Background: an optimization exercise with open tools, aiming at small area, a short achievable clock period and few clock cycles per item. Do not read the settings as production practice.
Only simulation tests tie the RTL to the original design; equivalence was not proved.
In runs 1, 2 and 4 to 9 the design's own scripts or RTL, not TritonCTS, make the clock network.
The flow treats the clock pin as an ideal source. Dropping or thinning the clock tree relies on that and would not hold on a real chip.
Power and IR drop assume default switching activity.

`flow/config.mk`:
```
export PLATFORM = sky130hd
export DESIGN_NAME = pool_buffer_top
export DESIGN_NICKNAME = pool_buffer_top
export VERILOG_FILES = /design/flow/design.v
export SDC_FILE = /design/flow/constraint.sdc
export NUM_CORES = 4
export LEC_CHECK = 0
export CAP_MARGIN = 20
export CORE_MARGIN = 2
export CORE_UTILIZATION = 70
export PLACE_DENSITY = 0.8
export SETUP_SLACK_MARGIN = 2.0
export SLEW_MARGIN = 20
```
`flow/constraint.sdc`:
```
create_clock -name core_clock -period 4.0 [get_ports {clk}]
set_input_delay 0.8000 -clock core_clock [delete_from_list [all_inputs] [get_ports {clk}]]
set_output_delay 0.8000 -clock core_clock [all_outputs]
set_load 0.01 [all_outputs]
```
`flow/design.v`:
```
`default_nettype none
package pool_buffer_pkg;
    typedef logic [32-1:0] pixel_t;
    typedef pixel_t [4-1:0] pixel_vec_t;
    typedef struct packed {
        pixel_vec_t top_left;
        pixel_vec_t top_right;
        pixel_vec_t bot_left;
        pixel_vec_t bot_right;
    } window_t;
    typedef struct packed {
        window_t                 window;
        logic [$clog2(((6 / 2) * (4 / 2)))-1:0] window_idx;
        logic                    last;
    } window_beat_t;
    typedef struct packed {
        logic [1:0]              bank_sel;
        logic [$clog2(((6 / 2) * (4 / 2)))-1:0] addr;
        pixel_vec_t              data;
    } bank_wr_t;
    typedef enum logic {
        ST_FILL,
        ST_DRAIN
    } buf_state_e;
endpackage
`default_nettype wire
`timescale 1ns/1ps
`default_nettype none
module pool_buffer_top (
    input  wire                           clk,
    input  wire                           rst_n,
    input  wire                           in_valid,
    input  wire pool_buffer_pkg::pixel_vec_t in_data,
    output logic                          in_ready,
    output logic                          out_valid,
    input  wire                           out_ready,
    output pool_buffer_pkg::window_beat_t out_beat
);
    localparam int DEPTH = 6 + 1;
    localparam logic [$clog2(((6 / 2) * (4 / 2)))-1:0] WIN_LAST = $clog2(((6 / 2) * (4 / 2)))'(((6 / 2) * (4 / 2)) - 1);
    logic [$clog2(((6 / 2) * (4 / 2)))-1:0]     win;
    logic                        r0;
    logic                        c0;
    logic                        br_q;
    logic                        last_q;
    logic                        accept;
    logic [$clog2(((6 / 2) * (4 / 2)))-1:0]     win_next;
    logic                        r0_next;
    logic                        c0_next;
    pool_buffer_pkg::pixel_vec_t hist [DEPTH];
    assign in_ready  = out_ready;
    assign accept    = in_valid && in_ready;
    assign out_valid = in_valid && br_q;
    always_comb begin
        out_beat.window.top_left  = hist[0];
        out_beat.window.top_right = hist[1];
        out_beat.window.bot_left  = hist[DEPTH-1];
        out_beat.window.bot_right = in_data;
        out_beat.window_idx       = win;
        out_beat.last             = last_q;
    end
    always_ff @(posedge clk) begin
        if (accept) begin
            for (int k = 0; k < DEPTH - 1; k++) begin
                hist[k] <= hist[k+1];
            end
            hist[DEPTH-1] <= in_data;
        end
    end
    always_comb begin
        win_next = win;
        r0_next  = r0;
        c0_next  = !c0;
        if (c0) begin
            case (win)
                3'd0:    win_next = 3'd1;
                3'd1:    win_next = 3'd2;
                3'd2:    win_next = r0 ? 3'd3 : 3'd0;
                3'd3:    win_next = 3'd4;
                3'd4:    win_next = 3'd5;
                default: win_next = r0 ? 3'd0 : 3'd3;
            endcase
            if (win == 3'd2 || win == 3'd5) begin
                r0_next = !r0;
            end
        end
    end
    always_ff @(posedge clk or negedge rst_n) begin
        if (!rst_n) begin
            win    <= '0;
            r0     <= 1'b0;
            c0     <= 1'b0;
            br_q   <= 1'b0;
            last_q <= 1'b0;
        end else if (accept) begin
            win    <= win_next;
            r0     <= r0_next;
            c0     <= c0_next;
            br_q   <= r0_next && c0_next;
            last_q <= (win_next == WIN_LAST);
        end
    end
endmodule
`default_nettype wire
```
`flow/flow/run.sh`:
```
#!/bin/bash
set -euo pipefail
here=$(pwd)
bash standard.sh "BUFFER_PORTS_ARGS=-buffer_cell sky130_fd_sc_hd__buf_1" \
  "PRE_CTS_TCL=$here/flow/pre_cts.tcl" finish > flow_make.log 2>&1
```
`flow/flow/my_cts.tcl`:
```
# Two-level clock tree built directly: the clock port drives a few root
# buffers, each root drives a group of leaf buffers, each leaf drives a
# compact cluster of flip-flop clock pins. Every sink sees the same number
# of buffer stages (root + leaf), so the tree is balanced by construction.
proc my_build_clock_tree { {leaf_size 28} {n_roots 4} {leaf_cell sky130_fd_sc_hd__clkbuf_16} } {
  set db [ord::get_db]
  set block [ord::get_db_block]
  set buf_master [$db findMaster sky130_fd_sc_hd__clkbuf_16]
  set leaf_master [$db findMaster $leaf_cell]
  set clk_net [$block findNet clk]
  $clk_net setSigType CLOCK

  # sinks: every instance pin on the clock net
  set sinks {}
  foreach it [$clk_net getITerms] {
    set inst [$it getInst]
    set bb [$inst getBBox]
    set x [expr {([$bb xMin] + [$bb xMax]) / 2}]
    set y [expr {([$bb yMin] + [$bb yMax]) / 2}]
    lappend sinks [list $it $x $y]
  }
  set n [llength $sinks]
  set n_leaves [expr {int(ceil(double($n) / $leaf_size))}]
  # vertical strips, each cut along y into groups, so clusters stay compact
  set n_strips [expr {max(1, int(round(sqrt($n_leaves))))}]
  set sx [lsort -integer -index 1 $sinks]
  set per_strip [expr {int(ceil(double($n) / $n_strips))}]
  set leaves {}
  for {set s 0} {$s < $n_strips} {incr s} {
    set strip [lrange $sx [expr {$s * $per_strip}] [expr {($s + 1) * $per_strip - 1}]]
    if {[llength $strip] == 0} { continue }
    set sy [lsort -integer -index 2 $strip]
    set k [expr {int(ceil(double([llength $sy]) / $leaf_size))}]
    set per [expr {int(ceil(double([llength $sy]) / $k))}]
    for {set i 0} {$i < [llength $sy]} {incr i $per} {
      lappend leaves [lrange $sy $i [expr {$i + $per - 1}]]
    }
  }

  # leaf buffers at the centroid of their cluster
  set leaf_info {}
  set li 0
  foreach grp $leaves {
    set sxs 0; set sys 0
    foreach s $grp { incr sxs [lindex $s 1]; incr sys [lindex $s 2] }
    set cx [expr {$sxs / [llength $grp]}]
    set cy [expr {$sys / [llength $grp]}]
    set inst [odb::dbInst_create $block $leaf_master "clkbuf_leaf_${li}_clk"]
    set net [odb::dbNet_create $block "clknet_leaf_${li}_clk"]
    $net setSigType CLOCK
    $inst setLocation $cx $cy
    $inst setPlacementStatus PLACED
    foreach s $grp {
      set it [lindex $s 0]
      $it disconnect
      $it connect $net
    }
    [$inst findITerm X] connect $net
    lappend leaf_info [list $inst $cx $cy]
    incr li
  }

  # root buffers, each feeding the leaves of one region
  set n_roots [expr {min($n_roots, [llength $leaf_info])}]
  set rx [expr {max(1, int(round(sqrt($n_roots))))}]
  set lx [lsort -integer -index 1 $leaf_info]
  set per_col [expr {int(ceil(double([llength $lx]) / $rx))}]
  set groups {}
  for {set c 0} {$c < $rx} {incr c} {
    set col [lrange $lx [expr {$c * $per_col}] [expr {($c + 1) * $per_col - 1}]]
    if {[llength $col] == 0} { continue }
    set ly [lsort -integer -index 2 $col]
    set k [expr {max(1, $n_roots / $rx)}]
    set per [expr {int(ceil(double([llength $ly]) / $k))}]
    for {set i 0} {$i < [llength $ly]} {incr i $per} {
      lappend groups [lrange $ly $i [expr {$i + $per - 1}]]
    }
  }
  set ri 0
  foreach grp $groups {
    set sxs 0; set sys 0
    foreach l $grp { incr sxs [lindex $l 1]; incr sys [lindex $l 2] }
    set cx [expr {$sxs / [llength $grp]}]
    set cy [expr {$sys / [llength $grp]}]
    set inst [odb::dbInst_create $block $buf_master "clkbuf_root_${ri}_clk"]
    set net [odb::dbNet_create $block "clknet_root_${ri}_clk"]
    $net setSigType CLOCK
    $inst setLocation $cx $cy
    $inst setPlacementStatus PLACED
    foreach l $grp { [[lindex $l 0] findITerm A] connect $net }
    [$inst findITerm X] connect $net
    [$inst findITerm A] connect $clk_net
    incr ri
  }
  puts "my_build_clock_tree: $n sinks, [llength $leaf_info] leaf buffers, $ri root buffers"
}

proc my_is_buffer { inst } {
  return [regexp {^sky130_fd_sc_hd__(buf|bufbuf|clkbuf)_[0-9]+$} [[$inst getMaster] getName]]
}

proc my_driver { net } {
  foreach it [$net getITerms] {
    if {[$it isOutputSignal]} { return $it }
  }
  return ""
}

proc my_sta_pin { it } {
  return [get_pins "[[$it getInst] getName]/[[$it getMTerm] getName]"]
}

proc my_center { inst } {
  set bb [$inst getBBox]
  return [list [expr {([$bb xMin] + [$bb xMax]) / 2}] [expr {([$bb yMin] + [$bb yMax]) / 2}]]
}

# Rebuilds the buffer tree that drives the flip-flop enable pins (DE) as two
# balanced levels of buffers, clustered like the clock tree leaves.
proc my_build_enable_tree { leaf_master root_master n_roots } {
  set block [ord::get_db_block]
  set dbu [$block getDefUnits]
  # DE pins and the buffers between them and the logic that drives them
  set bufs [dict create]
  set roots [dict create]
  foreach inst [$block getInsts] {
    set de [$inst findITerm DE]
    if {$de == "NULL" || $de == ""} { continue }
    set net [$de getNet]
    while {1} {
      set drv [my_driver $net]
      if {$drv == ""} { break }
      set dinst [$drv getInst]
      if {![my_is_buffer $dinst]} { break }
      dict set bufs [$dinst getName] $dinst
      set net [[$dinst findITerm A] getNet]
    }
    dict set roots [$net getName] $net
  }
  # move every load of those buffers' nets (other than the buffers
  # themselves) onto the root net, then delete the buffers
  set moved [dict create]
  dict for {bname binst} $bufs {
    set onet [[$binst findITerm X] getNet]
    set rnet [[$binst findITerm A] getNet]
    while {[dict exists $bufs [[[my_driver $rnet] getInst] getName]]} {
      set rnet [[[[my_driver $rnet] getInst] findITerm A] getNet]
    }
    foreach it [$onet getITerms] {
      if {[$it isOutputSignal]} { continue }
      if {[dict exists $bufs [[$it getInst] getName]]} { continue }
      dict set moved $it [$rnet getName]
    }
  }
  dict for {it rname} $moved {
    $it disconnect
    $it connect [$block findNet $rname]
  }
  dict for {bname binst} $bufs {
    set onet [[$binst findITerm X] getNet]
    odb::dbInst_destroy $binst
    if {[llength [$onet getITerms]] == 0 && [llength [$onet getBTerms]] == 0} {
      odb::dbNet_destroy $onet
    }
  }
  set names [dict keys $bufs]
  # group the DE pins by root net again, now that they hang on it directly
  set roots2 [dict create]
  foreach inst [$block getInsts] {
    set de [$inst findITerm DE]
    if {$de == "NULL" || $de == ""} { continue }
    dict lappend roots2 [[$de getNet] getName] $de
  }
  set roots $roots2
  set bi 0
  dict for {root_name des} $roots {
    # clusters: DE pins of flip-flops on the same clock leaf net
    set clusters [dict create]
    foreach de $des {
      set ck [[[$de getInst] findITerm CLK] getNet]
      dict lappend clusters [$ck getName] $de
    }
    set leaves {}
    dict for {ck grp} $clusters {
      set sx 0; set sy 0
      foreach de $grp {
        lassign [my_center [$de getInst]] x y
        incr sx $x; incr sy $y
      }
      set cx [expr {double($sx) / [llength $grp] / $dbu}]
      set cy [expr {double($sy) / [llength $grp] / $dbu}]
      set binst [insert_buffer -buffer_cell $leaf_master -net [get_nets $root_name] \
        -load_pins [lmap de $grp {my_sta_pin $de}] -location [list $cx $cy]]
      lappend leaves [list [get_full_name $binst] $cx $cy]
      incr bi
    }
    # root level: split the leaves into n_roots groups by position
    set lx [lsort -real -index 1 $leaves]
    set nr [expr {min($n_roots, [llength $leaves])}]
    set per [expr {int(ceil(double([llength $lx]) / $nr))}]
    for {set i 0} {$i < [llength $lx]} {incr i $per} {
      set grp [lsort -real -index 2 [lrange $lx $i [expr {$i + $per - 1}]]]
      set sx 0; set sy 0
      foreach l $grp { set sx [expr {$sx + [lindex $l 1]}]; set sy [expr {$sy + [lindex $l 2]}] }
      insert_buffer -buffer_cell $root_master -net [get_nets $root_name] \
        -load_pins [lmap l $grp {get_pins [lindex $l 0]/A}] \
        -location [list [expr {$sx / [llength $grp]}] [expr {$sy / [llength $grp]}]]
      incr bi
    }
  }
  # the gate driving each tree root now drives only a few root buffers; give
  # it a strong drive if it is a plain inverter or buffer
  set db [ord::get_db]
  dict for {root_name des} $roots {
    set drv [my_driver [$block findNet $root_name]]
    if {$drv == ""} { continue }
    set dinst [$drv getInst]
    set m [[$dinst getMaster] getName]
    if {[regexp {^sky130_fd_sc_hd__(clkinvlp|clkinv|inv)_[0-9]+$} $m]} {
      $dinst swapMaster [$db findMaster sky130_fd_sc_hd__inv_8]
    } elseif {[regexp {^sky130_fd_sc_hd__(buf|clkbuf)_[0-9]+$} $m]} {
      $dinst swapMaster [$db findMaster sky130_fd_sc_hd__buf_8]
    }
  }
  puts "my_build_enable_tree: removed [llength $names] buffers, [dict size $roots] root nets, $bi buffers inserted"
}
```
`flow/flow/pre_cts.tcl`:
```
# Replaces TritonCTS with a directly built two-level clock tree, and rebuilds
# the buffer tree of the flip-flop enables as two balanced levels clustered
# like the clock leaves (my_cts.tcl). The rest of ORFS's CTS step
# (legalisation, setup and hold repair) runs as usual.
source [file join [file dirname [info script]] my_cts.tcl]
rename clock_tree_synthesis __orfs_clock_tree_synthesis
proc clock_tree_synthesis { args } {
  my_build_clock_tree 30 4 sky130_fd_sc_hd__buf_12
  set_propagated_clock [all_clocks]
  my_build_enable_tree sky130_fd_sc_hd__buf_4 sky130_fd_sc_hd__buf_16 4
}
```
`flow/standard.sh`:
```
#!/bin/bash
# synth_recipe.tcl (not shown) runs the flow's synth.tcl, then flattens the netlist and writes it again
# the make line also repeats each setting of config.mk as NAME=value (left out here)
make -C /OpenROAD-flow-scripts/flow DESIGN_CONFIG=/design/flow/config.mk WORK_HOME=/design/flow/orfs CLKGATE_MAP_FILE= SYNTH_SCRIPT=/design/flow/synth_recipe.tcl "${@:-finish}"
```
==> qor.txt, run 1 <==
N_diodes: 0
Slowest CP cell: buf_4
Status: finished clean
Worst setup EP type: primary output
Drt wl/cell: 23.2 um
Commonest non-fill, non-tap cell in the layout: edfxtp_1
Initial Util: 71.0%
Gr ovfl total: 0
Seq cells post-synth: 903
Setup Skew: 0.0331 ns
Nets@finish: 1796
Worst-Margin Slew: 0.443 ns
Post-layout min period: 1.98 ns
Busiest grt layer: met2
GRT met3 Usage: 3.48%
Resize count post-CTS: 7
Mapped Nets: 1196
Max Fclk: 0.504 GHz
PD cells: 500 nW/um^2
Net Switching: 3200 uW
CP peak stage delay: 0.13 ns
Netlist cell types: 21
Crit path buf inv count: 2
Design area: 31600 sq um
Max IR drop VDD: 379 uV
Routed vias/inst: 5.38
CTS Hold Buffers Added: 0
WL final: 50.7 mm
Post-synthesis sequential area ratio: 95.8%
Ys Warns: 2
Crit Path Class: input port to primary output
RSZ-0062 raised after global routing: no
First-pass GRT wire length: 69.0 mm
Setup crit start kind: input port
Routing usage on met1: 28.9%
Design Power: 15800 uW
DRC Markers: 0
Grt met2 use: 42.0%
Combinational power share: 4.8%
Remaining antenna violation count: 0
Worst-path fanout max: 3
Arr. time, crit path: 1.18 ns
Crit-path cells: buf_4 > and2_4 > buf_6
Clock Pin Slew Worst Setup and Hold Paths: 0.10 ns
Via Count: 11700
Share of cells above drive strength 1: 5.55%
FP Rows: 73
Total Routing Usage GR: 23.0%
Core box area: 39800 sq um
Antenna violations before repair: 1
Maximum number of pins on one net before global-route repair: 31
Max_cap viols: 0
Area of the die: 42000 sq um
Period utilization: 49.6%
Top FF cell, synth: edfxtp_1
Internal: 12600 uW
Port Buffers: 649
Number of flops mapped to enable cells by yosys: 896
Setup Viol. Count Final: 0
Post-Syn Area: 28300 sq um
Chip width: 205 um
Async SR Flop Fraction: 0.775%
Placed Area: 30700 sq um
Vias in the first global route: 11100
Synthesized area per cell: 26.6 sq um
Final Wtd Congestion: 0.823
Area grow syn2layout: 11.7%
Reg power frac: 70.0%
Mapped Cells: 1064
HP Class: input port to asynchronous set/reset pin
Commonest cells after routing, fill and taps aside: edfxtp_1 (896), buf_1 (643), buf_4 (36)
Die Height: 205 um
Final HPWL DP: 35.5 mm
Switch share: 20.2%
Postcts setup bufs: 0
First DRT Iteration DRCs: 1094
Cell family with most CP delay: buffers and inverters
IO Count: 650
Worst skew pair latency: 0.37 ns
CP Data Required Time: 3.20 ns
Final hold violation count: 0
Leakage: 0.00996 uW
Clk network pwr share: 25.1%
Slew headroom: 70.1%
Drt pass-1 iters: 5
Slew Limit Fails: 0
==> metal layers <==
layer	vias to the layer above	wire, um
met1	5838	17900
li1	5206	-
met2	610	27600
met3	88	3660
met5	-	15
met4	2	1540
==> power by group through the flow <==
stage / clock network (uW) / logic, uW / registers (uW)
after global routing: 4330 / 815 / 11100
after CTS: 4050 / 761 / 11100
final: 3970 / 763 / 11100
after floorplan: 0 / 365 / 11500
after detailed placement: 0 / 744 / 11300
after global placement: 0 / 698 / 11200
==> registers in the layout (all words and copies together), names as in the netlist, named ones only <==
name,count
last_q,1
c0,1
win,3
hist,896
br_q,1
==> layout make-up <==
cell class,instances,area [sq um]
sequential,903,27100
fill,1882,8260
timing repair buffer,688,2830
buffer,39,801
tap,525,657
multi-input combinational,27,188
inverter,2,15.0
==> worst reg2reg max path: stages, from the launching register on <==
cell	delay (ns)
dfrtp_1	0.46
and3_1	0.40
o21ai_2	0.11
xnor2_1	0.22
==> Yosys cell counts (2+ instances only) <==
cell type	instances	area, sq um
buf_4	131	983
o21ai_0	2	10.0
nand2_1	5	18.8
nand2b_1	3	18.8
a21oi_1	3	15.0
xnor2_1	3	26.3
edfxtp_1	896	26900
o21ai_2	2	17.5
dfrtp_1	7	175
==> cell families after synthesis <==
family	synth area share, %
AO/OA/AOI/OAI	0.261
XOR/XNOR	0.0930
buffers and inverters	3.55
flip-flops	95.8
AND/OR/NAND/NOR	0.275
==> metrics by stage <==
step	utilization, %	hold WS [ns]	setup TNS, ns	worst slack (ns)	cells
5_1_grt	79.3	0.341	0	2.01	2184
2_1_floorplan	-	0.400	-9652.56	-10.77	1064
3_5_place_dp	77.0	0.405	0	1.31	2127
4_1_cts	79.2	0.317	0	1.98	2184
6_report	79.3	0.323	0	2.02	2184
3_3_place_gp	77.0	0.400	0	1.38	2127
==> worst paths after layout <==
kind,endpoint,slack (ns),startpoint,depth (start not counted)
setup / recovery,out_valid,2.02,in_valid,3
hold / removal,last_q$_DFFE_PN0P_,0.32,rst_n,1
setup reg to reg,flop,2.70,c0$_DFFE_PN0P_,3
hold reg to reg,hist[1][70]$_DFFE_PP_,0.40,hist[2][70]$_DFFE_PP_,0
max in group asynchronous,win[0]$_DFFE_PN0P_,3.35,rst_n,1
min in group core_clock,hist[1][70]$_DFFE_PP_,0.40,hist[2][70]$_DFFE_PP_,0
Testbench counts, summed over its fixed seeds: cycles 1,536, frames 64.
==> run 2, diff against run 1 <==
--- a/flow/design.v
+++ b/flow/design.v
@@ -49,5 +49,5 @@
     logic                        c0_next;
     pool_buffer_pkg::pixel_vec_t hist [DEPTH];
-    assign in_ready  = out_ready;
+    assign in_ready  = !br_q || out_ready;
     assign accept    = in_valid && in_ready;
     assign out_valid = in_valid && br_q;
--- a/flow/flow/pre_cts.tcl
+++ b/flow/flow/pre_cts.tcl
@@ -6,5 +6,5 @@
 rename clock_tree_synthesis __orfs_clock_tree_synthesis
 proc clock_tree_synthesis { args } {
-  my_build_clock_tree 30 4 sky130_fd_sc_hd__buf_12
+  my_build_clock_tree 30 4
   set_propagated_clock [all_clocks]
   my_build_enable_tree sky130_fd_sc_hd__buf_4 sky130_fd_sc_hd__buf_16 4
==> run 2 against run 1 <==
Effect of this change:
- still clean on timing, DRC and antenna
- final area grew 0.67%
- sequential power grew 15%
- sequential share of layout area shrank 0.57 points
- synthesized area is essentially flat
- total power grew 18%
- critical path depth shrank 1
==> qor.txt, run 2 <==
Status: finished clean
Crit path buf inv count: 2
Design Power: 18700 uW
Crit. Startpoint: in_data[20]
Max Fclk: 0.503 GHz
Dpl cells: 2136
Hold_ws: 0.305 ns
Netlist cell types: 20
Slew headroom: 70.6%
Design area: 31800 sq um
Fill cells: 1824
Max IR drop VDD: 415 uV
Arr. time, crit path: 1.19 ns
First-pass GRT wire length: 73.0 mm
Yosys top cell area share: 95.1%
HP Class: input port to asynchronous set/reset pin
Post-synthesis sequential area ratio: 95.7%
WL final: 53.4 mm
Worst r2r dst: hist[6][79]$_DFFE_PP_
Total Routing Usage GR: 24.4%
Post-Syn Area: 28300 sq um
Die Height: 205 um
CP Data Required Time: 3.20 ns
Number of flops mapped to enable cells by yosys: 896
Leakage: 0.0103 uW
Final hold violation count: 0
Seq cells post-synth: 903
Routed vias/inst: 5.48
DRC Markers: 0
Synth area leader: edfxtp_1
Crit-path cells: buf_1 > buf_1
Mapped Nets: 1194
Core box area: 39800 sq um
Setup crit start kind: input port
Async SR Flop Fraction: 0.775%
Most frequent cells after synthesis: edfxtp_1 (896), buf_4 (130), dfrtp_1 (7)
Share of cells above drive strength 1: 5.43%
Max_cap viols: 0
Worst-path fanout max: 2
Nets@finish: 1795
Biggest regs: hist: 896 flops, win: 3 flops
PD cells: 587 nW/um^2
Synthesized area per cell: 26.6 sq um
Vias in the first global route: 11300
Area of the die: 42000 sq um
Commonest non-fill, non-tap cell in the layout: edfxtp_1
Multi-input combinational cell area: 213 sq um
Chip width: 205 um
Period utilization: 49.7%
RR Startpoint: br_q$_DFFE_PN0P_
Top FF cell, synth: edfxtp_1
Remaining antenna violation count: 0
Crit Path Class: input port to primary output
Gr ovfl total: 0
Placed Area: 30800 sq um
Post-layout min period: 1.99 ns
Commonest cells after routing, fill and taps aside: edfxtp_1 (896), buf_1 (644), clkbuf_16 (39)
RSZ-0062 raised after global routing: no
Via Count: 12000
Reg2Reg Depth: 5
Slew Limit Fails: 0
WP depth: 2
Clock Pin Slew Worst Setup and Hold Paths: 0.10 ns
Non-Filler Instances: 2185
Antenna violations before repair: 4
Worst skew pair latency: 0.39 ns
Fin util: 79.8%
Final HPWL DP: 36.8 mm
Top cell by count, worst path: buf_1
Worst setup EP type: primary output
CP peak stage delay: 0.28 ns
Worst-Margin Slew: 0.441 ns
Register area: 27100 sq um
Setup Skew: 0.0371 ns
FP Rows: 73
Final Wtd Congestion: 0.864
Mapped Cells: 1062
IO Count: 650
Setup Viol. Count Final: 0
Drt wl/cell: 24.4 um
Top-count cell post-synth: edfxtp_1
First DRT Iteration DRCs: 1030
Slowest CP cell: buf_1
Synth area leaders: edfxtp_1 (95%), buf_4 (3.5%), dfrtp_1 (0.62%)
Maximum number of pins on one net before global-route repair: 31
R2R setup slack: 2.34 ns
Port Buffers: 649
Reg with most FFs: hist
Ys Warns: 2
Initial Util: 71.0%
Critical path destination: out_beat[24]
Area grow syn2layout: 12.4%
Cell family with most CP delay: buffers and inverters
Number of flip-flops under the largest register name: 896
CTS Hold Buffers Added: 0
Drt pass-1 iters: 5
-- run 2: cell types whose count changed after synthesis, sizes merged, moves of 2 or more --
cell / change
nand2: -4
o21ai: -5
mux2: +2
o2111ai: +3
-- run 2: per-stage QoR --
step,setup TNS (ns),worst slack (ns)
final,0,2.01
after detailed placement,0,1.49
after global placement,0,1.54
after floorplan,-9880.57,-11.03
after global routing,0,2.00
after CTS,0,1.95
-- run 2: area by class of cell --
type | count | share of cell area, %
Antenna cell | 2 | 0.0157
Buffer | 39 | 3.07
Inverter | 2 | 0.0472
Multi-Input combinational cell | 25 | 0.669
Sequential cell | 903 | 85.2
Tap cell | 525 | 2.07
Timing Repair Buffer | 689 | 8.91
-- run 2: where the power goes --
| group | total (uW) | switching [uW] | internal, uW |
|---|---|---|---|
| clock | 4180 | 2420 | 1760 |
| sequential | 12800 | 614 | 12200 |
| combinational | 1700 | 1260 | 439 |
| total | 18700 | 4290 | 14400 |
-- run 2: worst min path at each step --
stage | startpoint | end | slack (ns) | depth (start not counted)
final | rst_n | last_q$_DFFE_PN0P_ | 0.31 | 1
after global routing | rst_n | win[0]$_DFFE_PN0P_ | 0.32 | 1
after CTS | rst_n | win[0]$_DFFE_PN0P_ | 0.31 | 1
after detailed placement | hist[2][103]$_DFFE_PP_ | hist[1][103]$_DFFE_PP_ | 0.40 | 0
after global placement | hist[3][24]$_DFFE_PP_ | hist[2][24]$_DFFE_PP_ | 0.40 | 0
after floorplan | hist[2][0]$_DFFE_PP_ | hist[1][0]$_DFFE_PP_ | 0.40 | 0
-- run 2: cell families (layout without fill, tap and decap cells) --
| group | after synthesis | count (layout) | share of synthesized area, % |
|---|---|---|---|
| buf+inv | 134 | 730 | 3.56 |
| mux | 2 | 2 | 0.0796 |
| other cells | 0 | 2 | 0 |
| xor+xnor | 3 | 3 | 0.0929 |
| compound gates | 9 | 9 | 0.257 |
| flops | 903 | 903 | 95.7 |
| simple gates | 11 | 11 | 0.270 |
-- run 2: layer usage --
metal | vias to the layer above | global-route usage [%] | routed length [um]
li1 | 5213 | - | -
met1 | 5963 | 29.6 | 18100
met2 | 688 | 45.4 | 29300
met3 | 111 | 4.39 | 4220
met4 | 2 | 6.50 | 1760
met5 | - | 0 | 13
-- run 2: timing repair --
item / CTS / global route
buffers inserted: 0 / 1
endpoints found under the setup margin: 3 / 3
resized for setup: 3 / 8
hold endpoints to repair: 0 / 0
Testbench counts of run 2, summed over its fixed seeds: cycles 1,536, frames 64.
==> run 3, diff against run 2 <==
--- a/flow/design.v
+++ b/flow/design.v
@@ -49,5 +49,5 @@
     logic                        c0_next;
     pool_buffer_pkg::pixel_vec_t hist [DEPTH];
-    assign in_ready  = !br_q || out_ready;
+    assign in_ready  = out_ready;
     assign accept    = in_valid && in_ready;
     assign out_valid = in_valid && br_q;
--- a/flow/flow/run.sh
+++ b/flow/flow/run.sh
@@ -1,3 +1,10 @@
 #!/bin/bash
+# The standard layout (standard.sh, unchanged synthesis) with two changes:
+# - the port buffers are buf_1 cells instead of the cell buffer_ports picks
+#   by itself (repair_timing upsizes those on critical paths);
+# - flow/pre_cts.tcl builds the clock tree (two buffer stages from the clock
+#   port to every register) and the flip-flop enable buffer tree.
+# Full make output goes to flow_make.log; each ORFS step also keeps its own
+# log under orfs/logs.
 set -euo pipefail
 here=$(pwd)
--- a/flow/flow/pre_cts.tcl
+++ b/flow/flow/pre_cts.tcl
@@ -6,5 +6,5 @@
 rename clock_tree_synthesis __orfs_clock_tree_synthesis
 proc clock_tree_synthesis { args } {
-  my_build_clock_tree 30 4
+  my_build_clock_tree 30 4 sky130_fd_sc_hd__buf_12
   set_propagated_clock [all_clocks]
   my_build_enable_tree sky130_fd_sc_hd__buf_4 sky130_fd_sc_hd__buf_16 4
--- a/flow/config.mk
+++ b/flow/config.mk
@@ -8,6 +8,6 @@
 export CAP_MARGIN = 20
 export CORE_MARGIN = 2
-export CORE_UTILIZATION = 70
-export PLACE_DENSITY = 0.8
+export CORE_UTILIZATION = 80
+export PLACE_DENSITY = 0.88
 export SETUP_SLACK_MARGIN = 2.0
 export SLEW_MARGIN = 20
==> run 3 against run 2 <==
Effect of this change:
- the flow now stops in detailed placement
- synthesized area is essentially flat
- synthesized cell count increased by 0.19%
==> qor.txt, run 3 <==
Status: aborted with a tool error
Halt point of the flow: detailed placement
Error msg: [ERROR DPL-0033] detailed placement checks failed during check placement.
FP Rows: 68
Most frequent cells after synthesis: edfxtp_1 (896), buf_4 (131), dfrtp_1 (7), nand2_1 (5)
Post-synthesis sequential area ratio: 95.8%
Synth area leader: edfxtp_1
Yosys top cell area share: 95.2%
Synth area leaders: edfxtp_1 (95%), buf_4 (3.5%), dfrtp_1 (0.62%)
Top-count cell post-synth: edfxtp_1
Number of flops mapped to enable cells by yosys: 896
IO Count: 650
Final HPWL DP: 51.0 mm
Post-Syn Area: 28300 sq um
Seq cells post-synth: 903
Final Wtd Congestion: 0.881
Synthesized area per cell: 26.6 sq um
Top FF cell, synth: edfxtp_1
Chip width: 192 um
Initial Util: 81.6%
Port Buffers: 649
Mapped Cells: 1064
Mapped Nets: 1196
Die Height: 192 um
Ys Warns: 2
Async SR Flop Fraction: 0.775%
Netlist cell types: 21
[run 3: cell types whose count changed after synthesis, sizes merged, moves of 2 or more]
cell     delta
mux2        -2
nand2       +4
o2111ai     -3
o21ai       +5
[run 3: worst max-delay path by stage]
| stage | endpoint | startpoint | slack, ns | depth (start not counted) |
|---|---|---|---|---|
| after floorplan | hist[0][0]$_DFFE_PP_ | in_valid | -10.77 | 2 |
| after global placement | hist[6][20]$_DFFE_PP_ | out_ready | 1.51 | 5 |
[run 3: cells by family after synthesis]
logic type / count (synthesis) / synth area share (%)
buf+inv: 134 / 3.55
xor+xnor: 3 / 0.0930
flops: 903 / 95.8
simple gates: 13 / 0.275
compound gates: 11 / 0.261
[run 3: stage by stage]
| stage | instance area, sq um | setup slack [ns] | instances | setup TNS [ns] |
|---|---|---|---|---|
| after global placement | 30600 | 1.51 | 2056 | 0 |
| after floorplan | 28300 | -10.77 | 1064 | -9652.56 |
[run 3: power by group through the flow]
stage	Combinational, uW	Clock [uW]	Sequential [uW]
floorplan	365	0	11500
global placement	707	0	11200
Testbench counts of run 3, summed over its fixed seeds: cycles 1,536, frames 64.
==> run 4, diff against run 3 <==
--- a/flow/config.mk
+++ b/flow/config.mk
@@ -8,6 +8,6 @@
 export CAP_MARGIN = 20
 export CORE_MARGIN = 2
-export CORE_UTILIZATION = 80
-export PLACE_DENSITY = 0.88
+export CORE_UTILIZATION = 70
+export PLACE_DENSITY = 0.8
 export SETUP_SLACK_MARGIN = 2.0
 export SLEW_MARGIN = 20
==> run 4 against run 3 <==
Effect of this change:
- now clean on timing, DRC and antenna
- synthesized area unchanged
- synthesized cell count unchanged
==> qor.txt, run 4 <==
DRC Markers: 0
Remaining antenna violation count: 0
Area of the die: 42000 sq um
Drt pass-1 iters: 5
IO Count: 650
Non-Filler Instances: 2184
R2R setup slack: 2.70 ns
Biggest regs: hist: 896 flops, win: 3 flops
Max Fclk: 0.504 GHz
Worst setup EP type: primary output
Worst-path fanout max: 3
Crit-path cells: buf_4 > and2_4 > buf_6
Number of flip-flops under the largest register name: 896
Reg2Reg Depth: 3
Status: finished clean
Net Switching: 3200 uW
Mapped Nets: 1196
Drt wl/cell: 23.2 um
First DRT Iteration DRCs: 1094
Async SR Flop Fraction: 0.775%
CP peak stage delay: 0.13 ns
Final worst slack: 2.02 ns
Switch share: 20.2%
Final Wtd Congestion: 0.823
Setup Viol. Count Final: 0
Yosys top cell area share: 95.2%
Worst-Margin Slew: 0.443 ns
Dpl cells: 2127
Routed vias/inst: 5.38
DP Worst Slack: 1.31 ns
Mapped Cells: 1064
Share of cells above drive strength 1: 5.55%
Leakage: 0.00996 uW
Commonest cells after routing, fill and taps aside: edfxtp_1 (896), buf_1 (643), buf_4 (36)
Hold_ws: 0.323 ns
Synth area leader: edfxtp_1
Final HPWL DP: 35.5 mm
HP Class: input port to asynchronous set/reset pin
Chip width: 205 um
Combinational power share: 4.8%
Antenna violations before repair: 1
Commonest non-fill, non-tap cell in the layout: edfxtp_1
FP Rows: 73
Netlist cell types: 21
Top FF cell, synth: edfxtp_1
RR Startpoint: c0$_DFFE_PN0P_
Max_cap viols: 0
Number of flops mapped to enable cells by yosys: 896
Post-layout min period: 1.98 ns
Reg with most FFs: hist
Vias in the first global route: 11100
Post-Syn Area: 28300 sq um
Clock Pin Slew Worst Setup and Hold Paths: 0.10 ns
Reg power frac: 70.0%
RSZ-0062 raised after global routing: no
Fill cells: 1882
CP Data Required Time: 3.20 ns
Total Routing Usage GR: 23.0%
Final hold violation count: 0
Setup Skew: 0.0331 ns
WL final: 50.7 mm
PD cells: 500 nW/um^2
Die Height: 205 um
Clk network pwr share: 25.1%
Port Buffers: 649
Top-count cell post-synth: edfxtp_1
GRT met3 Usage: 3.48%
Arr. time, crit path: 1.18 ns
Maximum number of pins on one net before global-route repair: 31
Busiest grt layer: met2
Seq cells post-synth: 903
Most frequent cells after synthesis: edfxtp_1 (896), buf_4 (131), dfrtp_1 (7), nand2_1 (5)
Core box area: 39800 sq um
Period utilization: 49.6%
Postcts setup bufs: 0
Nets@finish: 1796
Slew headroom: 70.1%
Slew Limit Fails: 0
Grt met2 use: 42.0%
Via Count: 11700
Max IR drop VDD: 379 uV
Routing usage on met1: 28.9%
N_diodes: 0
Synthesized area per cell: 26.6 sq um
Post-synthesis sequential area ratio: 95.8%
Initial Util: 71.0%
Area grow syn2layout: 11.7%
Gr ovfl total: 0
Slowest CP cell: buf_4
Crit Path Class: input port to primary output
Ys Warns: 2
Synth area leaders: edfxtp_1 (95%), buf_4 (3.5%), dfrtp_1 (0.62%)
Internal: 12600 uW
Setup crit start kind: input port
Design Power: 15800 uW
Worst skew pair latency: 0.37 ns
First-pass GRT wire length: 69.0 mm
## run 4: cell counts after synthesis
Identical to the previous run, type by type.
## run 4: stage by stage
stage	utilization (%)	setup TNS [ns]	cell area (sq um)
after floorplan	-	-9652.56	28300
after global placement	77.0	0	30700
after detailed placement	77.0	0	30700
after CTS	79.2	0	31600
after global routing	79.3	0	31600
final	79.3	0	31600
## run 4: worst max-delay path, delay by kind of cell
| family | cells | cell delay (ns) |
|---|---|---|
| buffers and inverters | 2 | 0.24 |
| and+or+nand+nor | 1 | 0.13 |
## run 4: power groups by stage
stage / registers (uW) / logic (uW) / clock network (uW)
final: 11100 / 763 / 3970
after global routing: 11100 / 815 / 4330
after CTS: 11100 / 761 / 4050
after detailed placement: 11300 / 744 / 0
after global placement: 11200 / 698 / 0
after floorplan: 11500 / 365 / 0
## run 4: layout make-up
class | instances | area [sq um] | share of cell area, %
multi-input combinational | 27 | 188 | 0.595
buffer | 39 | 801 | 2.54
tap | 525 | 657 | 2.08
inverter | 2 | 15.0 | 0.0476
sequential | 903 | 27100 | 85.8
timing repair buffer | 688 | 2830 | 8.95
## run 4: cell families after synthesis
| family | after synthesis | synth area share [%] |
|---|---|---|
| compound gates | 11 | 0.261 |
| xor+xnor | 3 | 0.0930 |
| buf+inv | 134 | 3.55 |
| flops | 903 | 95.8 |
| simple gates | 13 | 0.275 |
## run 4: metal layers
layer  vias to the layer above  share of wire [%]
met4                         2                3.0
met3                        88                7.2
met5                         -              0.030
met2                       610                 54
li1                       5206                  -
met1                      5838                 35
## run 4: what timing repair did
item | 4_1_cts | 5_1_grt
setup endpoints to repair | 5 | 1
gates resized for setup | 7 | 4
hold buffers | 0 | 0
## run 4: worst max-delay path by stage
stage	start	to	slack (ns)	depth (start not counted)
after global placement	in_valid	hist[1][53]$_DFFE_PP_	1.38	5
after detailed placement	in_valid	hist[0][107]$_DFFE_PP_	1.31	5
after floorplan	in_valid	hist[0][0]$_DFFE_PP_	-10.77	2
after global routing	in_valid	out_valid	2.01	3
after CTS	in_valid	out_valid	1.98	3
final	in_valid	out_valid	2.02	3
==> run 5, diff against run 4 <==
--- a/flow/flow/pre_cts.tcl
+++ b/flow/flow/pre_cts.tcl
@@ -8,4 +8,4 @@
   my_build_clock_tree 30 4 sky130_fd_sc_hd__buf_12
   set_propagated_clock [all_clocks]
-  my_build_enable_tree sky130_fd_sc_hd__buf_4 sky130_fd_sc_hd__buf_16 4
+  my_build_enable_tree sky130_fd_sc_hd__buf_2 sky130_fd_sc_hd__buf_16 4
 }
==> run 5 against run 4 <==
Effect of this change:
- still clean on timing, DRC and antenna
- clock power about the same
- core utilization decreased by 0.22 points
- fmax decreased by 0.85%
- critical path type unchanged
==> qor.txt, run 5 <==
Final hold violation count: 0
Leakage: 0.00995 uW
Worst-Margin Slew: 0.646 ns
Crit path buf inv count: 2
Core box area: 39800 sq um
Commonest non-fill, non-tap cell in the layout: edfxtp_1
Chip width: 205 um
Seq cells post-synth: 903
Synth area leader: edfxtp_1
Share of cells above drive strength 1: 5.55%
Fin util: 79.0%
Cell family with most CP delay: buffers and inverters
Top FF cell, synth: edfxtp_1
Mapped Cells: 1064
Total Routing Usage GR: 22.8%
Max_cap viols: 0
Critical path destination: out_beat[8]
CP peak stage delay: 0.29 ns
Post-synthesis sequential area ratio: 95.8%
Drt wl/cell: 23.1 um
Worst setup EP type: primary output
First DRT Iteration DRCs: 1017
Number of flip-flops under the largest register name: 896
R2R setup slack: 2.71 ns
Mapped Nets: 1196
Final HPWL DP: 35.5 mm
Gr ovfl total: 0
CTS Hold Buffers Added: 0
Setup Viol. Count Final: 0
Routed vias/inst: 5.41
Top cell by count, worst path: buf_1
Slew headroom: 57.0%
WL final: 50.4 mm
Most frequent cells after synthesis: edfxtp_1 (896), buf_4 (131), dfrtp_1 (7), nand2_1 (5)
Commonest cells after routing, fill and taps aside: edfxtp_1 (896), buf_1 (643), buf_2 (39)
Maximum number of pins on one net before global-route repair: 31
Drt pass-1 iters: 5
FP Rows: 73
Top-count cell post-synth: edfxtp_1
Slew Limit Fails: 0
Crit-path cells: buf_1 > buf_1
Clock Pin Slew Worst Setup and Hold Paths: 0.10 ns
Vias in the first global route: 11100
Number of flops mapped to enable cells by yosys: 896
Post-Syn Area: 28300 sq um
Setup Skew: 0.0303 ns
PD cells: 501 nW/um^2
Area grow syn2layout: 11.4%
HP Class: input port to asynchronous set/reset pin
Reg2Reg Depth: 3
Slowest CP cell: buf_1
Async SR Flop Fraction: 0.775%
Reg with most FFs: hist
Ys Warns: 2
Post-layout min period: 2.00 ns
DRC Markers: 0
Status: finished clean
RSZ-0062 raised after global routing: no
Max Fclk: 0.500 GHz
Antenna violations before repair: 1
Crit. Startpoint: in_data[4]
Period utilization: 50.0%
Crit Path Class: input port to primary output
First-pass GRT wire length: 68.6 mm
Yosys top cell area share: 95.2%
Port Buffers: 649
Setup crit start kind: input port
Nets@finish: 1796
Biggest regs: hist: 896 flops, win: 3 flops
Synth area leaders: edfxtp_1 (95%), buf_4 (3.5%), dfrtp_1 (0.62%)
Final Wtd Congestion: 0.823
Remaining antenna violation count: 0
WP depth: 2
CP Data Required Time: 3.20 ns
Synthesized area per cell: 26.6 sq um
Die Height: 205 um
IO Count: 650
Via Count: 11800
RR Startpoint: c0$_DFFE_PN0P_
Max IR drop VDD: 568 uV
Arr. time, crit path: 1.20 ns
N_diodes: 0
Netlist cell types: 21
Initial Util: 71.0%
Worst skew pair latency: 0.37 ns
Hold_ws: 0.322 ns
Worst-path fanout max: 2
Area of the die: 42000 sq um
==> run 5: cell types whose count changed in the layout (fill, tap and decap cells not counted) <==
cell and change:
buf_2 +35, buf_4 -35
==> run 5: cell families (layout without fill, tap and decap cells) <==
kind of cell,after synthesis,count (layout),synth area share (%)
flip-flops,903,903,95.8
buffers and inverters,134,729,3.55
AO/OA/AOI/OAI,11,11,0.261
XOR/XNOR,3,3,0.0930
AND/OR/NAND/NOR,13,13,0.275
==> run 5: per-stage QoR <==
stage | total power [uW] | setup WS [ns] | setup TNS [ns] | instance area, sq um | std cells
after floorplan | 11900 | -10.77 | -9652.56 | 28300 | 1064
after global placement | 11900 | 1.38 | 0 | 30700 | 2127
after detailed placement | 12000 | 1.31 | 0 | 30700 | 2127
after CTS | 15900 | 1.98 | 0 | 31500 | 2184
after global routing | 16200 | 2.00 | 0 | 31500 | 2184
final | 15800 | 2.00 | 0 | 31500 | 2184
==> run 5: cell type report <==
class	instances	area [sq um]
Multi-Input combinational cell	27	188
Fill cell	1887	8340
Timing Repair Buffer	688	2740
Sequential cell	903	27100
Inverter	2	15.0
Buffer	39	801
Tap cell	525	657
==> run 5: what timing repair did <==
item                       in CTS  in global routing
setup endpoints to repair      35                  1
buffers inserted                0                  0
gates resized for setup         7                  4
cloned                          0                  0
==> run 5: worst min path at each step <==
stage | endpoint | slack [ns] | cells past startpoint
5_1_grt | last_q$_DFFE_PN0P_ | 0.34 | 1
4_1_cts | last_q$_DFFE_PN0P_ | 0.31 | 1
6_report | c0$_DFFE_PN0P_ | 0.32 | 1
3_3_place_gp | hist[3][112]$_DFFE_PP_ | 0.40 | 0
2_1_floorplan | hist[1][0]$_DFFE_PP_ | 0.40 | 0
3_5_place_dp | hist[1][118]$_DFFE_PP_ | 0.40 | 0
==> run 5: metal layers <==
layer	track usage (%)	wire length (um)
met2	41.2	27200
met5	0	15
met4	7.35	1850
met1	28.7	17400
met3	3.63	3880
==> run 5: worst reg2reg max path: stages (launching register included) <==
cell     delay [ns]
dfrtp_1        0.46
and3_1         0.39
o21ai_2        0.11
xnor2_1        0.22
==> run 5: power breakdown <==
part	leakage, uW	internal [uW]	switching [uW]
clock	0.000378	1550	2410
combinational	0.00108	211	538
sequential	0.00849	10800	237
==> run 6, diff against run 5 <==
--- a/flow/config.mk
+++ b/flow/config.mk
@@ -7,4 +7,5 @@
 export LEC_CHECK = 0
 export CAP_MARGIN = 20
+export CORE_ASPECT_RATIO = 2.5
 export CORE_MARGIN = 2
 export CORE_UTILIZATION = 70
==> run 6 against run 5 <==
Effect of this change:
- die area grew 0.41%
- global-route usage decreased by 0.16 points
- via count fell by 0.98%
- synthesized area did not move
- wire length decreased by 2.0%
- fmax is 1.3% higher
- sequential power barely moved
- core utilization decreased by 0.17 points
- critical endpoint is now out_valid
==> qor.txt, run 6 <==
Design Power: 15700 uW
Setup crit start kind: input port
Max Fclk: 0.506 GHz
DR top layer: met5
Post-synthesis sequential area ratio: 95.8%
Most frequent cells after synthesis: edfxtp_1 (896), buf_4 (131), dfrtp_1 (7), nand2_1 (5)
Synth area leaders: edfxtp_1 (95%), buf_4 (3.5%), dfrtp_1 (0.62%)
N_diodes: 0
CTS Hold Buffers Added: 0
Status: finished clean
Share of cells above drive strength 1: 5.42%
Final Wtd Congestion: 0.849
Commonest cells after routing, fill and taps aside: edfxtp_1 (896), buf_1 (643), buf_2 (36)
Worst-path fanout max: 3
Antenna violations before repair: 1
Vias in the first global route: 11700
Synthesized area per cell: 26.6 sq um
First DRT Iteration DRCs: 980
Mapped Nets: 1196
PD cells: 500 nW/um^2
Nets@finish: 1795
Max_cap viols: 0
Met3 Wirelength: 3.42 mm
FP Rows: 116
Setup Viol. Count Final: 0
Core box area: 39900 sq um
Worst skew pair latency: 0.37 ns
Via Count: 11700
Synth area leader: edfxtp_1
Gr ovfl total: 0
RSZ-0062 raised after global routing: yes
CP Data Required Time: 3.20 ns
Chip width: 131 um
Top FF cell, synth: edfxtp_1
Clock Pin Slew Worst Setup and Hold Paths: 0.10 ns
Final HPWL DP: 34.3 mm
Yosys top cell area share: 95.2%
Final worst slack: 2.02 ns
Async SR Flop Fraction: 0.775%
Worst-Margin Slew: 0.629 ns
Ys Warns: 2
WL final: 49.3 mm
Maximum number of pins on one net before global-route repair: 31
Biggest regs: hist: 896 flops, win: 3 flops
Mapped Cells: 1064
Port Buffers: 649
Worst setup EP type: primary output
Total Routing Usage GR: 22.7%
Period utilization: 49.4%
Dpl cells: 2142
Reg with most FFs: hist
Number of flip-flops under the largest register name: 896
Number of flops mapped to enable cells by yosys: 896
First-pass GRT wire length: 69.0 mm
Seq cells post-synth: 903
Area grow syn2layout: 11.4%
Reg2Reg Depth: 3
IO Count: 650
Max IR drop VDD: 470 uV
Netlist cell types: 21
Hold_ws: 0.305 ns
Non-Filler Instances: 2190
HP Class: input port to asynchronous set/reset pin
Remaining antenna violation count: 0
Post-Syn Area: 28300 sq um
Leakage: 0.00995 uW
Top-count cell post-synth: edfxtp_1
Arr. time, crit path: 1.18 ns
Final hold violation count: 0
Fill cells: 1926
Crit. Startpoint: in_valid
Post-layout min period: 1.98 ns
Slew Limit Fails: 0
Area of the die: 42200 sq um
Critical path destination: out_valid
R2R setup slack: 2.83 ns
Commonest non-fill, non-tap cell in the layout: edfxtp_1
WL met1: 16.6 mm
DRC Markers: 0
Drt wl/cell: 22.5 um
DP Worst Slack: 1.33 ns
Crit Path Class: input port to primary output
Drt pass-1 iters: 4
Die Height: 322 um
Wire length on met2: 27.5 mm
Worst r2r dst: win[0]$_DFFE_PN0P_
Initial Util: 70.8%
Postcts setup bufs: 0
Routed vias/inst: 5.35
Slew headroom: 58.1%
RR Startpoint: c0$_DFFE_PN0P_
Setup Skew: 0.0209 ns
run 6: through the flow:
step / util (%) / setup TNS, ns / area (sq um)
6_report: 78.9 / 0 / 31500
5_1_grt: 78.9 / 0 / 31500
4_1_cts: 78.9 / 0 / 31500
3_5_place_dp: 77.0 / 0 / 30700
3_3_place_gp: 77.0 / 0 / 30700
2_1_floorplan: - / -9652.56 / 28300
run 6: layer usage:
layer	vias to the layer above	global-route usage [%]
met5	-	0
met4	2	6.69
met3	108	3.87
met2	645	42.5
met1	5757	26.1
li1	5197	-
run 6: final cells by class:
cell class,count,area (sq um),area share (%)
well taps,531,664,2.11
inverters,2,15.0,0.0477
multi-input cells,27,185,0.588
flip-flops and latches,903,27100,86.0
plain buffers,39,801,2.54
repair buffers,688,2740,8.69
run 6: worst min path at each step:
| stage | start | to | slack, ns | depth (start not counted) |
|---|---|---|---|---|
| floorplan | hist[2][0]$_DFFE_PP_ | hist[1][0]$_DFFE_PP_ | 0.40 | 0 |
| global placement | hist[5][82]$_DFFE_PP_ | hist[4][82]$_DFFE_PP_ | 0.40 | 0 |
| detailed placement | hist[2][109]$_DFFE_PP_ | hist[1][109]$_DFFE_PP_ | 0.40 | 0 |
| CTS | rst_n | win[2]$_DFFE_PN0P_ | 0.30 | 1 |
| global route | rst_n | win[2]$_DFFE_PN0P_ | 0.32 | 1 |
| finish | rst_n | win[2]$_DFFE_PN0P_ | 0.30 | 1 |
run 6: what timing repair did:
item | in CTS | in global routing
setup endpoints to repair | 4 | 62
gates resized for setup | 4 | 5
endpoints found under the hold margin | 0 | 0
run 6: where the power goes:
group	leakage (uW)	total, uW	internal, uW	switching, uW
Sequential	0.00850	11100	10800	224
Clock	0.000378	3970	1550	2420
Combinational	0.00107	723	207	516
Total	0.00995	15700	12600	3160
run 6: logic make-up (layout without fill, tap and decap cells):
family                 count (synthesis)  after routing  share of synthesized area (%)
flip-flops                           903            903                           95.8
buffers and inverters                134            729                           3.55
XOR/XNOR                               3              3                         0.0930
AO/OA/AOI/OAI                         11             11                          0.261
AND/OR/NAND/NOR                       13             13                          0.275
run 6: critical path, stage by stage:
cell and delay [ns]:
buf_2 0.12, and2_1 0.13, clkbuf_2 0.12
==> run 7, diff against run 6 <==
--- a/flow/config.mk
+++ b/flow/config.mk
@@ -7,5 +7,5 @@
 export LEC_CHECK = 0
 export CAP_MARGIN = 20
-export CORE_ASPECT_RATIO = 2.5
+export CORE_ASPECT_RATIO = 0.25
 export CORE_MARGIN = 2
 export CORE_UTILIZATION = 70
==> run 7 against run 6 <==
Effect of this change:
- core utilization grew 1.4 points
- wire length shrank 5.9%
- critical path depth is the same
- clock power grew 3%
- critical endpoint unchanged
- final area grew 0.20%
- largest power group unchanged
- synthesized area is the same
- sequential power is essentially flat
- critical path type unchanged
- synthesized cell count is the same
- sequential share of layout area shrank 0.17 points
==> qor.txt, run 7 <==
Status: finished clean
FP Rows: 36
N_diodes: 0
Antenna violations before repair: 0
Synthesized area per cell: 26.6 sq um
Slew headroom: 61.2%
Async SR Flop Fraction: 0.775%
Setup Viol. Count Final: 0
Die Height: 104 um
Commonest cells after routing, fill and taps aside: edfxtp_1 (896), buf_1 (647), buf_12 (35)
Mapped Cells: 1064
Max_cap viols: 0
PD cells: 503 nW/um^2
Nets@finish: 1795
Via Count: 11600
Worst setup EP type: primary output
Placed Area: 30600 sq um
Synth area leaders: edfxtp_1 (95%), buf_4 (3.5%), dfrtp_1 (0.62%)
Final worst slack: 2.02 ns
Drt pass-1 iters: 5
Post-Syn Area: 28300 sq um
Ys Warns: 2
Multi-input combinational cell area: 185 sq um
WL final: 46.4 mm
Post-synthesis sequential area ratio: 95.8%
Worst-path fanout max: 3
Area of the die: 42400 sq um
Reg with most FFs: hist
Worst-Margin Slew: 0.582 ns
Biggest regs: hist: 896 flops, win: 3 flops
IO Count: 650
Seq cells post-synth: 903
Post-layout min period: 1.98 ns
Port Buffers: 649
Number of flops mapped to enable cells by yosys: 896
Vias in the first global route: 11600
Core box area: 39300 sq um
Initial Util: 72.0%
Final HPWL DP: 27.6 mm
Hold_ws: 0.311 ns
Setup Skew: 0.0297 ns
Crit Path Class: input port to primary output
Remaining antenna violation count: 0
DRC Markers: 0
Period utilization: 49.5%
First-pass GRT wire length: 67.5 mm
Mapped Nets: 1196
Top-count cell post-synth: edfxtp_1
Drt wl/cell: 21.0 um
DP Worst Slack: 1.50 ns
Number of flip-flops under the largest register name: 896
Chip width: 406 um
Worst r2r dst: win[2]$_DFFE_PN0P_
Arr. time, crit path: 1.18 ns
Area grow syn2layout: 11.6%
Setup crit start kind: input port
Share of cells above drive strength 1: 5.18%
RSZ-0062 raised after global routing: no
Yosys top cell area share: 95.2%
Clock Pin Slew Worst Setup and Hold Paths: 0.10 ns
Top FF cell, synth: edfxtp_1
Total Routing Usage GR: 21.1%
CTS Hold Buffers Added: 0
Crit. Startpoint: in_valid
Register area: 27100 sq um
Max IR drop VDD: 364 uV
Design area: 31500 sq um
Worst skew pair latency: 0.38 ns
Slew Limit Fails: 0
Leakage: 0.00993 uW
Commonest non-fill, non-tap cell in the layout: edfxtp_1
Postcts setup bufs: 0
Netlist cell types: 21
R2R setup slack: 2.82 ns
Most frequent cells after synthesis: edfxtp_1 (896), buf_4 (131), dfrtp_1 (7), nand2_1 (5)
Maximum number of pins on one net before global-route repair: 31
CP Data Required Time: 3.20 ns
RR Startpoint: c0$_DFFE_PN0P_
First DRT Iteration DRCs: 912
Synth area leader: edfxtp_1
Max Fclk: 0.505 GHz
Final Wtd Congestion: 0.785
Reg2Reg Depth: 3
Final hold violation count: 0
HP Class: input port to asynchronous set/reset pin
Routed vias/inst: 5.24
Gr ovfl total: 0
Fill cells: 1820
-- run 7: critical path: stages --
cell,delay (ns)
buf_2,0.13
and2_1,0.13
clkbuf_2,0.12
-- run 7: cell families after synthesis --
| family | count (synthesis) | share of synthesized area [%] |
|---|---|---|
| flip-flops | 903 | 95.8 |
| buffers and inverters | 134 | 3.55 |
| AND/OR/NAND/NOR | 13 | 0.275 |
| AO/OA/AOI/OAI | 11 | 0.261 |
| XOR/XNOR | 3 | 0.0930 |
-- run 7: layer usage --
layer	GRT usage (%)	vias up	wire length [um]
li1	-	5215	-
met1	24.3	5886	16300
met2	41.4	382	26900
met3	2.74	101	1850
met4	5.89	0	1390
met5	0	-	0
-- run 7: worst max path at each step --
stage	cells after the start	to
floorplan	2	hist[0][0]$_DFFE_PP_
global placement	5	hist[1][92]$_DFFE_PP_
detailed placement	5	hist[1][92]$_DFFE_PP_
CTS	3	out_valid
global route	5	hist[2][62]$_DFFE_PP_
finish	3	out_valid
-- run 7: cell type report --
class / count / share of cell area (%)
buffer: 39 / 2.54
inverter: 2 / 0.0476
multi-input combinational: 27 / 0.587
sequential: 903 / 85.8
tap: 551 / 2.19
timing repair buffer: 688 / 8.79
-- run 7: power breakdown --
part	total, uW	leakage (uW)	switching, uW	internal [uW]
clock	4100	0.000378	2540	1560
sequential	11000	0.00850	208	10800
combinational	727	0.00106	517	210
-- run 7: metrics by stage --
| step | power (uW) | utilization [%] | TNS, ns | instances |
|---|---|---|---|---|
| detailed placement | 11900 | 77.9 | 0 | 2145 |
| floorplan | 11900 | - | -9652.56 | 1064 |
| CTS | 16000 | 80.2 | 0 | 2210 |
| global route | 16300 | 80.3 | 0 | 2210 |
| global placement | 11900 | 77.9 | 0 | 2145 |
| finish | 15900 | 80.3 | 0 | 2210 |
-- run 7: what timing repair did --
| action | in CTS | in global routing |
|---|---|---|
| resized for setup | 1 | 21 |
| setup endpoints to repair | 1 | 527 |
| pin swaps | 0 | 0 |
==> run 8, diff against run 7 <==
--- a/flow/config.mk
+++ b/flow/config.mk
@@ -11,4 +11,4 @@
 export CORE_UTILIZATION = 70
 export PLACE_DENSITY = 0.8
-export SETUP_SLACK_MARGIN = 2.0
+export SETUP_SLACK_MARGIN = 2.1
 export SLEW_MARGIN = 20
==> run 8 against run 7 <==
Effect of this change:
- register-to-register slack about the same
- combinational power rose by 1%
- critical path type unchanged
- core utilization increased by 0.18 points
- first-iteration DRC count up 12%
- worst setup slack better by 0.021 ns
- synthesized area unchanged
- global-route usage hardly changed
==> qor.txt, run 8 <==
Status: finished clean
IO Count: 650
Most frequent cells after synthesis: edfxtp_1 (896), buf_4 (131), dfrtp_1 (7), nand2_1 (5)
Synthesized area per cell: 26.6 sq um
Clk network pwr share: 25.8%
Via Count: 11600
Crit path buf inv count: 2
PD cells: 502 nW/um^2
Area grow syn2layout: 11.9%
Maximum number of pins on one net before global-route repair: 31
Die Height: 104 um
Final HPWL DP: 27.6 mm
Yosys top cell area share: 95.2%
Final worst slack: 2.04 ns
WL final: 46.4 mm
DP Worst Slack: 1.50 ns
Internal: 12600 uW
Setup crit start kind: input port
RR Startpoint: c0$_DFFE_PN0P_
Netlist cell types: 21
Max IR drop VDD: 362 uV
Clock Pin Slew Worst Setup and Hold Paths: 0.10 ns
Crit-path cells: buf_6 > and2_1 > buf_2
Post-layout min period: 1.96 ns
Drt wl/cell: 21.0 um
Slowest CP cell: buf_2
Leakage: 0.0101 uW
Slew Limit Fails: 0
Register area: 27100 sq um
Slew headroom: 60.7%
Reg2Reg Depth: 3
Vias in the first global route: 11600
Chip width: 406 um
Max_cap viols: 0
First-pass GRT wire length: 67.5 mm
Mapped Cells: 1064
Post-Syn Area: 28300 sq um
Async SR Flop Fraction: 0.775%
Number of flip-flops under the largest register name: 896
Worst r2r dst: win[2]$_DFFE_PN0P_
Met3 Wirelength: 1.86 mm
Drt pass-1 iters: 6
Combinational power share: 4.6%
Synth area leaders: edfxtp_1 (95%), buf_4 (3.5%), dfrtp_1 (0.62%)
Crit Path Class: input port to primary output
DRC Markers: 0
Worst setup EP type: primary output
CTS Hold Buffers Added: 0
Total Routing Usage GR: 21.1%
Reg with most FFs: hist
Routed vias/inst: 5.25
Arr. time, crit path: 1.16 ns
Net Switching: 3270 uW
Initial Util: 72.0%
Max Fclk: 0.511 GHz
Antenna violations before repair: 0
Commonest non-fill, non-tap cell in the layout: edfxtp_1
Area of the die: 42400 sq um
Setup Viol. Count Final: 0
Commonest cells after routing, fill and taps aside: edfxtp_1 (896), buf_1 (593), buf_2 (41)
RSZ-0062 raised after global routing: yes
Worst skew pair latency: 0.38 ns
Nets@finish: 1795
Biggest regs: hist: 896 flops, win: 3 flops
Multi-input combinational cell area: 185 sq um
Final hold violation count: 0
Switch share: 20.6%
First DRT Iteration DRCs: 1020
Worst-Margin Slew: 0.589 ns
Hold_ws: 0.313 ns
Gr ovfl total: 0
Fill cells: 1818
R2R setup slack: 2.82 ns
Number of flops mapped to enable cells by yosys: 896
Synth area leader: edfxtp_1
CP Data Required Time: 3.20 ns
HP Class: input port to asynchronous set/reset pin
Setup Skew: 0.0310 ns
N_diodes: 0
Wire length on met2: 26.9 mm
Final Wtd Congestion: 0.785
Seq cells post-synth: 903
Share of cells above drive strength 1: 8.56%
Period utilization: 49.0%
Top FF cell, synth: edfxtp_1
Worst-path fanout max: 3
Port Buffers: 649
Remaining antenna violation count: 0
Post-synthesis sequential area ratio: 95.8%
Core box area: 39300 sq um
Cell family with most CP delay: buffers and inverters
DR top layer: met4
Top-count cell post-synth: edfxtp_1
Reg power frac: 69.5%
FP Rows: 36
CP peak stage delay: 0.13 ns
Ys Warns: 2
WL met1: 16.2 mm
Mapped Nets: 1196
run 8: how the worst max path moves through the flow:
stage	from	cells after the start	slack (ns)	endpoint
after detailed placement	out_ready	5	1.50	hist[1][92]$_DFFE_PP_
final	in_valid	3	2.04	out_valid
after CTS	in_valid	3	2.05	out_valid
after floorplan	in_valid	2	-10.77	hist[0][0]$_DFFE_PP_
after global routing	in_valid	3	2.04	out_valid
after global placement	out_ready	5	1.55	hist[1][92]$_DFFE_PP_
run 8: power by group through the flow:
stage                     Sequential [uW]  Clock, uW  Combinational [uW]
final                               11000       4100                 734
after global routing                11100       4460                 784
after CTS                           11000       4200                 729
after detailed placement            11200          0                 700
after global placement              11200          0                 663
after floorplan                     11500          0                 365
run 8: metal layers:
metal / track usage, % / up-vias
li1: - / 5218
met1: 24.3 / 5878
met2: 41.5 / 398
met3: 2.72 / 109
met4: 5.74 / 0
met5: 0 / -
run 8: cell type report:
class | count | area share [%]
Multi-Input combinational cell | 27 | 0.586
Timing Repair Buffer | 688 | 8.99
Buffer | 39 | 2.53
Sequential cell | 903 | 85.7
Inverter | 2 | 0.0475
Tap cell | 551 | 2.18
run 8: kinds of logic after synthesis:
family	share of synthesized area, %
AOI/OAI and AO/OA	0.261
xor gates and xnor gates	0.0930
and+or+nand+nor	0.275
DFF	95.8
buffers and inverters	3.55
run 8: repair_timing:
| action | in CTS | in global routing |
|---|---|---|
| gates resized for setup | 29 | 49 |
| gates cloned | 0 | 0 |
| buffers inserted | 0 | 0 |
| setup endpoints to repair | 760 | 462 |
| pin swaps | 0 | 0 |
run 8: per-stage QoR:
| stage | setup TNS (ns) | instances | power (uW) | cell area, sq um | utilization, % |
|---|---|---|---|---|---|
| 6_report | 0 | 2210 | 15900 | 31600 | 80.5 |
| 3_3_place_gp | 0 | 2145 | 11900 | 30600 | 77.9 |
| 4_1_cts | 0 | 2210 | 16000 | 31500 | 80.3 |
| 5_1_grt | 0 | 2210 | 16300 | 31600 | 80.5 |
| 2_1_floorplan | -9652.56 | 1064 | 11900 | 28300 | - |
| 3_5_place_dp | 0 | 2145 | 11900 | 30600 | 77.9 |
==> run 9, diff against run 8 <==
--- a/flow/config.mk
+++ b/flow/config.mk
@@ -7,8 +7,8 @@
 export LEC_CHECK = 0
 export CAP_MARGIN = 20
-export CORE_ASPECT_RATIO = 0.25
+export CORE_ASPECT_RATIO = 2.5
 export CORE_MARGIN = 2
 export CORE_UTILIZATION = 70
 export PLACE_DENSITY = 0.8
-export SETUP_SLACK_MARGIN = 2.1
+export SETUP_SLACK_MARGIN = 2.05
 export SLEW_MARGIN = 20
==> run 9 against run 8 <==
Effect of this change:
- wire length up 6.4%
- worst setup slack worse by 0.019 ns
- global-route usage is 1.6 points higher
- critical path type unchanged
- synthesized cell count did not move
- register-to-register slack is essentially flat
- worst hold slack worse by 0.0065 ns
- first-iteration DRC count fell by 7.6%
- still clean
==> qor.txt, run 9 <==
Yosys top cell area share: 95.2%
Net Switching: 3160 uW
Synth area leader: edfxtp_1
Seq cells post-synth: 903
Ys Warns: 2
Fin util: 78.9%
Commonest cells after routing, fill and taps aside: edfxtp_1 (896), buf_1 (634), buf_2 (45)
Non-Filler Instances: 2190
Crit Path Class: input port to primary output
CP Data Required Time: 3.20 ns
Top-count cell post-synth: edfxtp_1
Routed vias/inst: 5.33
Slew Limit Fails: 0
Core box area: 39900 sq um
Most frequent cells after synthesis: edfxtp_1 (896), buf_4 (131), dfrtp_1 (7), nand2_1 (5)
Final Wtd Congestion: 0.849
Share of cells above drive strength 1: 6.09%
Area grow syn2layout: 11.5%
Synthesized area per cell: 26.6 sq um
Setup crit start kind: input port
PD cells: 500 nW/um^2
Setup Viol. Count Final: 0
Clock Pin Slew Worst Setup and Hold Paths: 0.10 ns
First-pass GRT wire length: 69.0 mm
Number of flops mapped to enable cells by yosys: 896
Initial Util: 70.8%
Via Count: 11700
Reg with most FFs: hist
Synth area leaders: edfxtp_1 (95%), buf_4 (3.5%), dfrtp_1 (0.62%)
Worst r2r dst: win[2]$_DFFE_PN0P_
Chip width: 131 um
Maximum number of pins on one net before global-route repair: 31
Leakage: 0.00997 uW
Area of the die: 42200 sq um
Internal: 12600 uW
R2R setup slack: 2.83 ns
Max_cap viols: 0
Reg power frac: 70.2%
Setup Skew: 0.0206 ns
Nets@finish: 1795
Worst skew pair latency: 0.37 ns
Total Routing Usage GR: 22.7%
First DRT Iteration DRCs: 942
Biggest regs: hist: 896 flops, win: 3 flops
Combinational power share: 4.6%
Final hold violation count: 0
Final HPWL DP: 34.3 mm
Mapped Nets: 1196
Netlist cell types: 21
Gr ovfl total: 0
Status: finished clean
RR Startpoint: c0$_DFFE_PN0P_
Drt wl/cell: 22.5 um
Clk network pwr share: 25.2%
Port Buffers: 649
CTS Hold Buffers Added: 0
Worst-path fanout max: 3
FP Rows: 116
DRC Markers: 0
RSZ-0062 raised after global routing: yes
Switch share: 20.0%
Drt pass-1 iters: 4
Worst setup EP type: primary output
Period utilization: 49.4%
Slew headroom: 57.7%
Worst-Margin Slew: 0.635 ns
Arr. time, crit path: 1.18 ns
WL final: 49.4 mm
Crit. Startpoint: in_valid
Critical path destination: out_valid
Die Height: 322 um
Top FF cell, synth: edfxtp_1
Number of flip-flops under the largest register name: 896
Max IR drop VDD: 471 uV
Remaining antenna violation count: 0
Async SR Flop Fraction: 0.775%
Post-layout min period: 1.98 ns
Max Fclk: 0.506 GHz
Reg2Reg Depth: 3
Mapped Cells: 1064
Commonest non-fill, non-tap cell in the layout: edfxtp_1
Dpl cells: 2142
Post-Syn Area: 28300 sq um
N_diodes: 0
Design Power: 15800 uW
Antenna violations before repair: 1
HP Class: input port to asynchronous set/reset pin
Post-synthesis sequential area ratio: 95.8%
Vias in the first global route: 11700
IO Count: 650
## run 9: per-layer routing
metal	part of all wire (%)	wire, um	track usage, %	vias to the layer above
li1	-	-	-	5197
met1	34	16600	26.1	5725
met2	56	27500	42.5	648
met3	7.0	3440	3.87	106
met4	3.6	1770	6.69	2
met5	0.026	13	0	-
## run 9: final cells by class
cell class                      instances  area, sq um
Timing Repair Buffer                  688         2750
Tap cell                              531          664
Buffer                                 39          801
Fill cell                            1917         8410
Multi-Input combinational cell         27          188
Inverter                                2         15.0
Sequential cell                       903        27100
## run 9: what timing repair did
item / 4_1_cts / 5_1_grt
endpoints found under the setup margin: 8 / 4
gates resized for setup: 12 / 8
setup buffers: 0 / 0
pin swaps: 0 / 0
## run 9: how the worst min path moves through the flow
stage                                      start  depth (start not counted)                      to  slack (ns)
after floorplan             hist[2][0]$_DFFE_PP_                          0    hist[1][0]$_DFFE_PP_        0.40
after global placement     hist[5][82]$_DFFE_PP_                          0   hist[4][82]$_DFFE_PP_        0.40
after detailed placement  hist[2][109]$_DFFE_PP_                          0  hist[1][109]$_DFFE_PP_        0.40
after CTS                                  rst_n                          1      win[2]$_DFFE_PN0P_        0.30
after global routing                       rst_n                          1      win[2]$_DFFE_PN0P_        0.32
final                                      rst_n                          1      win[2]$_DFFE_PN0P_        0.31
## run 9: power by group through the flow
| stage | clock network (uW) | registers [uW] | logic, uW |
|---|---|---|---|
| floorplan | 0 | 11500 | 365 |
| global placement | 0 | 11200 | 697 |
| detailed placement | 0 | 11300 | 723 |
| CTS | 4090 | 11100 | 726 |
| global route | 4370 | 11100 | 793 |
| finish | 3970 | 11100 | 727 |
## run 9: critical path, stage by stage
cell	delay, ns
buf_2	0.13
and2_4	0.14
buf_6	0.11
## run 9: cells by family after synthesis
logic type             synth area share [%]
XOR/XNOR                             0.0930
AO/OA/AOI/OAI                         0.261
buffers and inverters                  3.55
flip-flops                             95.8
AND/OR/NAND/NOR                       0.275
## run 9: stage by stage
stage	instance area [sq um]	setup WS [ns]	hold slack, ns	TNS (ns)
3_3_place_gp	30700	1.43	0.400	0
6_report	31500	2.02	0.306	0
5_1_grt	31500	2.01	0.319	0
4_1_cts	31500	2.01	0.299	0
3_5_place_dp	30700	1.33	0.405	0
2_1_floorplan	28300	-10.77	0.400	-9652.56

Re-timed with assumed drivers on the ports (clkbuf_16 on the clock, buf_2 on other inputs), run 9 has 1.990 ns of setup slack against 2.022 ns with ideal ports, and 1.749 ns once port delays also move by the mid clock arrival of 0.462 ns.
